This design comes from an exercise in tuning for small area on the open sky130 flow, not from production work.
Function was checked by simulation only, so behaviour that the tests miss may differ from the original.
Power and IR drop assume default switching activity.

==> inputs of wip/garnet <==
==> flow/design.v <==
module pkt_framer #(
  parameter int PAYLOAD_BYTES  = 40,
  parameter int FCS_BYTES      = 4,
  parameter int TIMEOUT_CYCLES = 64
) (
  input  logic                       clk_i,
  input  logic                       rst_i,
  input  logic                       in_valid_i,
  input  logic [7:0]                 in_data_i,
  input  logic                       in_sof_i,
  output logic                       in_ready_o,
  output logic                       crc_valid_o,
  output logic [8*PAYLOAD_BYTES-1:0] crc_data_o,
  input  logic                       crc_done_i,
  input  logic [31:0]                crc_value_i,
  output logic [15:0]                stat_ok_o,
  output logic [15:0]                stat_bad_o,
  output logic [15:0]                stat_drop_o,
  output logic                       out_valid_o,
  input  logic                       out_ready_i,
  output logic [8*PAYLOAD_BYTES-1:0] out_payload_o,
  output logic                       out_crc_ok_o,
  output logic                       out_timeout_o
);
  localparam int PW = 8 * PAYLOAD_BYTES;
  localparam int FW = 8 * FCS_BYTES;
  localparam int SW = PW + FW;
  logic [SW-1:0] sr_q;           
  logic [5:0]    cnt_q;
  logic          in_ready_q, active_q, crc_valid_q, out_valid_q;
  logic          ok_q, tmo_q;
  logic          accept, last_byte, waiting, tmo_hit, fcs_eq;
  logic [FW-1:0] fcs;
  assign accept    = in_valid_i & in_ready_q;
  assign last_byte = active_q & ~in_sof_i & cnt_q[5] & cnt_q[3] & cnt_q[1] & cnt_q[0];
  assign waiting   = ~in_ready_q & ~crc_valid_q & ~out_valid_q;
  assign tmo_hit   = (cnt_q == 6'd44);
  genvar j;
  generate
    for (j = 0; j < FCS_BYTES; j++) begin : g_fcs
      assign fcs[8*j +: 8] = sr_q[8*(FCS_BYTES-1-j) +: 8];
    end
  endgenerate
  assign fcs_eq = (crc_value_i == fcs);
  always_ff @(posedge clk_i or posedge rst_i) begin
    if (rst_i) begin
      in_ready_q  <= 1'b1;
      active_q    <= 1'b0;
      crc_valid_q <= 1'b0;
      out_valid_q <= 1'b0;
    end else begin
      active_q    <= in_ready_q & (active_q | (in_valid_i & in_sof_i));
      crc_valid_q <= accept & last_byte;
      if (in_ready_q) in_ready_q <= ~(in_valid_i & last_byte);
      else            in_ready_q <= out_valid_q & out_ready_i;
      if (out_valid_q) out_valid_q <= ~out_ready_i;
      else             out_valid_q <= waiting & (crc_done_i | tmo_hit);
    end
  end
  always_ff @(posedge clk_i) begin
    if (accept) sr_q <= {sr_q[SW-9:0], in_data_i};
    if (accept & in_sof_i)          cnt_q <= 6'd1;
    else if (in_valid_i | ~in_ready_q) cnt_q <= cnt_q + 6'd1;
    if (~out_valid_q) begin
      ok_q  <= crc_done_i & fcs_eq;
      tmo_q <= ~crc_done_i;
    end
  end
  logic [15:0] stat_ok_q, stat_bad_q, stat_drop_q;
  logic        hand_off, drop_inc, ok_inc, bad_inc;
  assign hand_off = out_valid_q & out_ready_i;
  assign drop_inc = accept & ~(active_q ^ in_sof_i);
  assign ok_inc   = hand_off & ok_q;
  assign bad_inc  = hand_off & ~ok_q;
  function automatic logic [15:0] sat_inc(input logic [15:0] v, input logic en);
    logic [15:0] t;
    logic        lo_ones, go;
    lo_ones = &v[7:0];
    go      = en & ~(lo_ones & (&v[15:8]));
    t[0]    = go;
    for (int i = 0; i < 7; i++) t[i+1] = t[i] & v[i];
    t[8]    = go & lo_ones;
    for (int i = 8; i < 15; i++) t[i+1] = t[i] & v[i];
    sat_inc = v ^ t;
  endfunction
  always_ff @(posedge clk_i or posedge rst_i) begin
    if (rst_i) begin
      stat_ok_q   <= '0;
      stat_bad_q  <= '0;
      stat_drop_q <= '0;
    end else begin
      stat_drop_q <= sat_inc(stat_drop_q, drop_inc);
      stat_ok_q   <= sat_inc(stat_ok_q,   ok_inc);
      stat_bad_q  <= sat_inc(stat_bad_q,  bad_inc);
    end
  end
  assign stat_ok_o   = stat_ok_q;
  assign stat_bad_o  = stat_bad_q;
  assign stat_drop_o = stat_drop_q;
  assign in_ready_o    = in_ready_q;
  assign crc_valid_o   = crc_valid_q;
  assign crc_data_o    = sr_q[SW-1:FW];
  assign out_valid_o   = out_valid_q;
  assign out_payload_o = sr_q[SW-1:FW];
  assign out_crc_ok_o  = ok_q;
  assign out_timeout_o = tmo_q;
endmodule
==> flow/flow/run.sh <==
#!/bin/bash
# Standard ORFS layout, with the port buffers that global placement inserts taken from the
# smallest buffer cell, pins one track apart so that a small die holds them, and a clock tree
# built from compact sink clusters without dummy loads.
set -euo pipefail
bash standard.sh "BUFFER_PORTS_ARGS=-buffer_cell sky130_fd_sc_hd__buf_1" \
  "PLACE_PINS_ARGS=-min_distance 1 -min_distance_in_tracks" \
  "CTS_ARGS=-sink_clustering_enable -repair_clock_nets -sink_clustering_size 30 -sink_clustering_max_diameter 40 -buf_list sky130_fd_sc_hd__clkbuf_8 -dont_use_dummy_load" \
  finish > standard_flow.log 2>&1
==> flow/standard.sh <==
#!/bin/bash
# synth_recipe.tcl (not shown) runs the flow's synth.tcl, then flattens the netlist and writes it again
# the make line also repeats each setting of config.mk as NAME=value (left out here)
make -C /OpenROAD-flow-scripts/flow DESIGN_CONFIG=/design/flow/config.mk WORK_HOME=/design/flow/orfs CLKGATE_MAP_FILE= SYNTH_SCRIPT=/design/flow/synth_recipe.tcl "${@:-finish}"
==> flow/config.mk <==
export PLATFORM = sky130hd
export DESIGN_NAME = pkt_framer
export DESIGN_NICKNAME = pkt_framer
export VERILOG_FILES = /design/flow/design.v
export SDC_FILE = /design/flow/constraint.sdc
export NUM_CORES = 4
export LEC_CHECK = 0
export ABC_AREA = 0
export CAP_MARGIN = 20
export CORE_AREA = 4 4 161 161
export DIE_AREA = 0 0 165 165
export PLACE_DENSITY = 0.85
export SLEW_MARGIN = 20
==> flow/constraint.sdc <==
create_clock -name core_clock -period 4.0 [get_ports {clk_i}]
set_input_delay 0.8000 -clock core_clock [delete_from_list [all_inputs] [get_ports {clk_i}]]
set_output_delay 0.8000 -clock core_clock [all_outputs]
set_load 0.01 [all_outputs]
==> wip/harbor: changes against wip/garnet <==
==> flow/design.v, changed modules only <==
module pkt_framer #(
  parameter int PAYLOAD_BYTES  = 40,
  parameter int FCS_BYTES      = 4,
  parameter int TIMEOUT_CYCLES = 64
) (
  input  logic                       clk_i,
  input  logic                       rst_i,
  input  logic                       in_valid_i,
  input  logic [7:0]                 in_data_i,
  input  logic                       in_sof_i,
  output logic                       in_ready_o,
  output logic                       crc_valid_o,
  output logic [8*PAYLOAD_BYTES-1:0] crc_data_o,
  input  logic                       crc_done_i,
  input  logic [31:0]                crc_value_i,
  output logic [15:0]                stat_ok_o,
  output logic [15:0]                stat_bad_o,
  output logic [15:0]                stat_drop_o,
  output logic                       out_valid_o,
  input  logic                       out_ready_i,
  output logic [8*PAYLOAD_BYTES-1:0] out_payload_o,
  output logic                       out_crc_ok_o,
  output logic                       out_timeout_o
);
  localparam int PW = 8 * PAYLOAD_BYTES;
  localparam int FW = 8 * FCS_BYTES;
  localparam int SW = PW + FW;
  logic [SW-1:0] sr_q;           
  logic [5:0]    cnt_q;          
  logic          in_ready_q, active_q, out_valid_q;
  logic          ok_q, tmo_q, verdict;    
  logic          accept, last_byte, waiting, tmo_hit, fcs_eq;
  logic [FW-1:0] fcs;
  assign accept    = in_valid_i & in_ready_q;
  assign last_byte = active_q & ~in_sof_i & cnt_q[5] & cnt_q[3] & cnt_q[1] & cnt_q[0];
  assign waiting   = ~in_ready_q & ~active_q & ~out_valid_q;
  assign tmo_hit   = (cnt_q == 6'd44);
  assign verdict   = waiting & (crc_done_i | tmo_hit);
  assign ok_q      = cnt_q[1];
  assign tmo_q     = cnt_q[0];
  genvar j;
  generate
    for (j = 0; j < FCS_BYTES; j++) begin : g_fcs
      assign fcs[8*j +: 8] = sr_q[8*(FCS_BYTES-1-j) +: 8];
    end
  endgenerate
  assign fcs_eq = (crc_value_i == fcs);
  always_ff @(posedge clk_i or posedge rst_i) begin
    if (rst_i) begin
      in_ready_q  <= 1'b1;
      active_q    <= 1'b0;
      out_valid_q <= 1'b0;
    end else begin
      active_q    <= in_ready_q & (active_q | (in_valid_i & in_sof_i));
      if (in_ready_q) in_ready_q <= ~(in_valid_i & last_byte);
      else            in_ready_q <= out_valid_q & out_ready_i;
      if (out_valid_q) out_valid_q <= ~out_ready_i;
      else             out_valid_q <= verdict;
    end
  end
  always_ff @(posedge clk_i) begin
    if (accept) sr_q <= {sr_q[SW-9:0], in_data_i};
    if (accept & in_sof_i) cnt_q <= 6'd1;
    else if (in_ready_q ? in_valid_i : ~out_valid_q) begin
      cnt_q <= cnt_q + 6'd1;
      if (verdict) cnt_q[1:0] <= {crc_done_i & fcs_eq, ~crc_done_i};
    end
  end
  logic [15:0] stat_ok_q, stat_bad_q, stat_drop_q;
  logic        hand_off, drop_inc, ok_inc, bad_inc;
  assign hand_off = out_valid_q & out_ready_i;
  assign drop_inc = accept & ~(active_q ^ in_sof_i);
  assign ok_inc   = hand_off & ok_q;
  assign bad_inc  = hand_off & ~ok_q;
  function automatic logic [15:0] sat_inc(input logic [15:0] v, input logic en);
    logic [15:0] t;
    logic        lo_ones, go;
    lo_ones = &v[7:0];
    go      = en & ~(lo_ones & (&v[15:8]));
    t[0]    = go;
    for (int i = 0; i < 7; i++) t[i+1] = t[i] & v[i];
    t[8]    = go & lo_ones;
    for (int i = 8; i < 15; i++) t[i+1] = t[i] & v[i];
    sat_inc = v ^ t;
  endfunction
  always_ff @(posedge clk_i or posedge rst_i) begin
    if (rst_i) begin
      stat_ok_q   <= '0;
      stat_bad_q  <= '0;
      stat_drop_q <= '0;
    end else begin
      stat_drop_q <= sat_inc(stat_drop_q, drop_inc);
      stat_ok_q   <= sat_inc(stat_ok_q,   ok_inc);
      stat_bad_q  <= sat_inc(stat_bad_q,  bad_inc);
    end
  end
  assign stat_ok_o   = stat_ok_q;
  assign stat_bad_o  = stat_bad_q;
  assign stat_drop_o = stat_drop_q;
  assign in_ready_o    = in_ready_q;
  assign crc_valid_o   = ~in_ready_q & active_q;
  assign crc_data_o    = sr_q[SW-1:FW];
  assign out_valid_o   = out_valid_q;
  assign out_payload_o = sr_q[SW-1:FW];
  assign out_crc_ok_o  = ok_q;
  assign out_timeout_o = tmo_q;
endmodule
==> flow/flow/run.sh (replaced) <==
#!/bin/bash
# Standard ORFS layout with these changes:
# - the port buffers that global placement inserts use the smallest buffer cell;
# - pins may sit one routing track apart, so that a small die holds all 739 of them;
# - the buffers yosys/abc left are removed at floorplan instead of a pre-placement timing repair
#   (which only upsizes gates against unbuffered high-fanout nets);
# - the clock tree is built from compact sink clusters, with no dummy loads and no
#   double-spacing rule on the clock nets (it collides with the one-track pin spacing).
set -euo pipefail
bash standard.sh "BUFFER_PORTS_ARGS=-buffer_cell sky130_fd_sc_hd__buf_1" \
  "PLACE_PINS_ARGS=-min_distance 1 -min_distance_in_tracks" \
  "CTS_ARGS=-sink_clustering_enable -repair_clock_nets -sink_clustering_size 28 -sink_clustering_max_diameter 70 -buf_list sky130_fd_sc_hd__clkbuf_16 -dont_use_dummy_load -apply_ndr none" \
  REMOVE_ABC_BUFFERS=1 finish > standard_flow.log 2>&1
==> wip/delta: changes against wip/garnet <==
==> flow/flow/run.sh (replaced) <==
#!/bin/bash
# Standard ORFS layout, with the port buffers that global placement inserts taken from the
# smallest buffer cell, and a clock tree
# built from compact sink clusters without dummy loads.
set -euo pipefail
bash standard.sh "BUFFER_PORTS_ARGS=-buffer_cell sky130_fd_sc_hd__buf_1" \
  "CTS_ARGS=-sink_clustering_enable -repair_clock_nets -sink_clustering_size 40 -sink_clustering_max_diameter 70 -buf_list sky130_fd_sc_hd__clkbuf_16 -dont_use_dummy_load" \
  REMOVE_ABC_BUFFERS=1 finish > standard_flow.log 2>&1
CORE_AREA = 4 4 252 252   (was 4 4 161 161)
DIE_AREA = 0 0 256 256   (was 0 0 165 165)
PLACE_DENSITY = 0.9   (was 0.85)
==> impl_metrics.csv <==
group,metric,value,unit
sta,whs,394.6,ps
finish,multi_input_area_share,0.07756,
placement,place_area,16530,µm²
floorplan,core-area,24320,µm²
finish,multi_input_gates,160,
finish,regArea,11970,µm²
detailed_routing,met2_length,17610,µm
finish,syn_to_final_growth,8.226,%
yosys,synth_area,15710,µm²
status,status,"timing/DRC/antenna clean",
yosys,synth_fa_ha_area_frac,0.03584,
That was wip/harbor.
==> impl_metrics.csv <==
group,metric,value,unit
sta,whs,349.7,ps
yosys,synth_fa_ha_area_frac,0.03569,
finish,regArea,12050,µm²
status,status,"timing/DRC/antenna clean",
placement,place_area,16740,µm²
finish,multi_input_gates,155,
finish,multi_input_area_share,0.08366,
floorplan,core-area,24320,µm²
detailed_routing,met2_length,17310,µm
yosys,synth_area,15780,µm²
That was wip/garnet.
==> impl_metrics.csv <==
group,metric,value,unit
floorplan,core-area,60580,µm²
finish,syn_to_final_growth,13.46,%
pwr,peakVddDrop,0.3813,mV
finish,regArea,12050,µm²
placement,place_area,17170,µm²
finish,multi_input_area_share,0.07242,
yosys,yosysWarningCount,1,
placement,port_buffers,738,
yosys,synth_area,15780,µm²
status,status,"timing/DRC/antenna clean",
sta,whs,333.1,ps
That was wip/delta.

==> afterwards: timing with drivers on the ports <==
No port has a modelled driver above. Below, the same layouts with a new extraction and two added sets of constraints.
Step 1, drivers: a clkbuf_16 drives clk_i and a buf_2 each remaining input, both assumed.
Step 2 moves the port delays by t, midway between the first and last clock arrival at a register: inputs arrive t later, outputs are due t later. That takes back most of the time a late clock gives input paths.
a / b / c = ideal ports / drivers / drivers and shift; a / b = the first two.
run	t, ns	setup slack, ns	latest minus earliest clock arrival (ns)	worst register clock-pin slew, ns
wip/garnet	0.567	1.533 / 1.533 / 1.203	0.090 / 0.090	0.12 / 0.12
wip/harbor	0.544	1.300 / 1.300 / 0.966	0.039 / 0.039	0.10 / 0.10
wip/delta	0.639	1.494 / 1.494 / 0.937	0.084 / 0.083	0.12 / 0.12
After both steps every run listed still meets setup and hold. The setup slack of wip/delta, which loses most, moves by 0.000 ns with the drivers and by -0.557 ns with both steps.
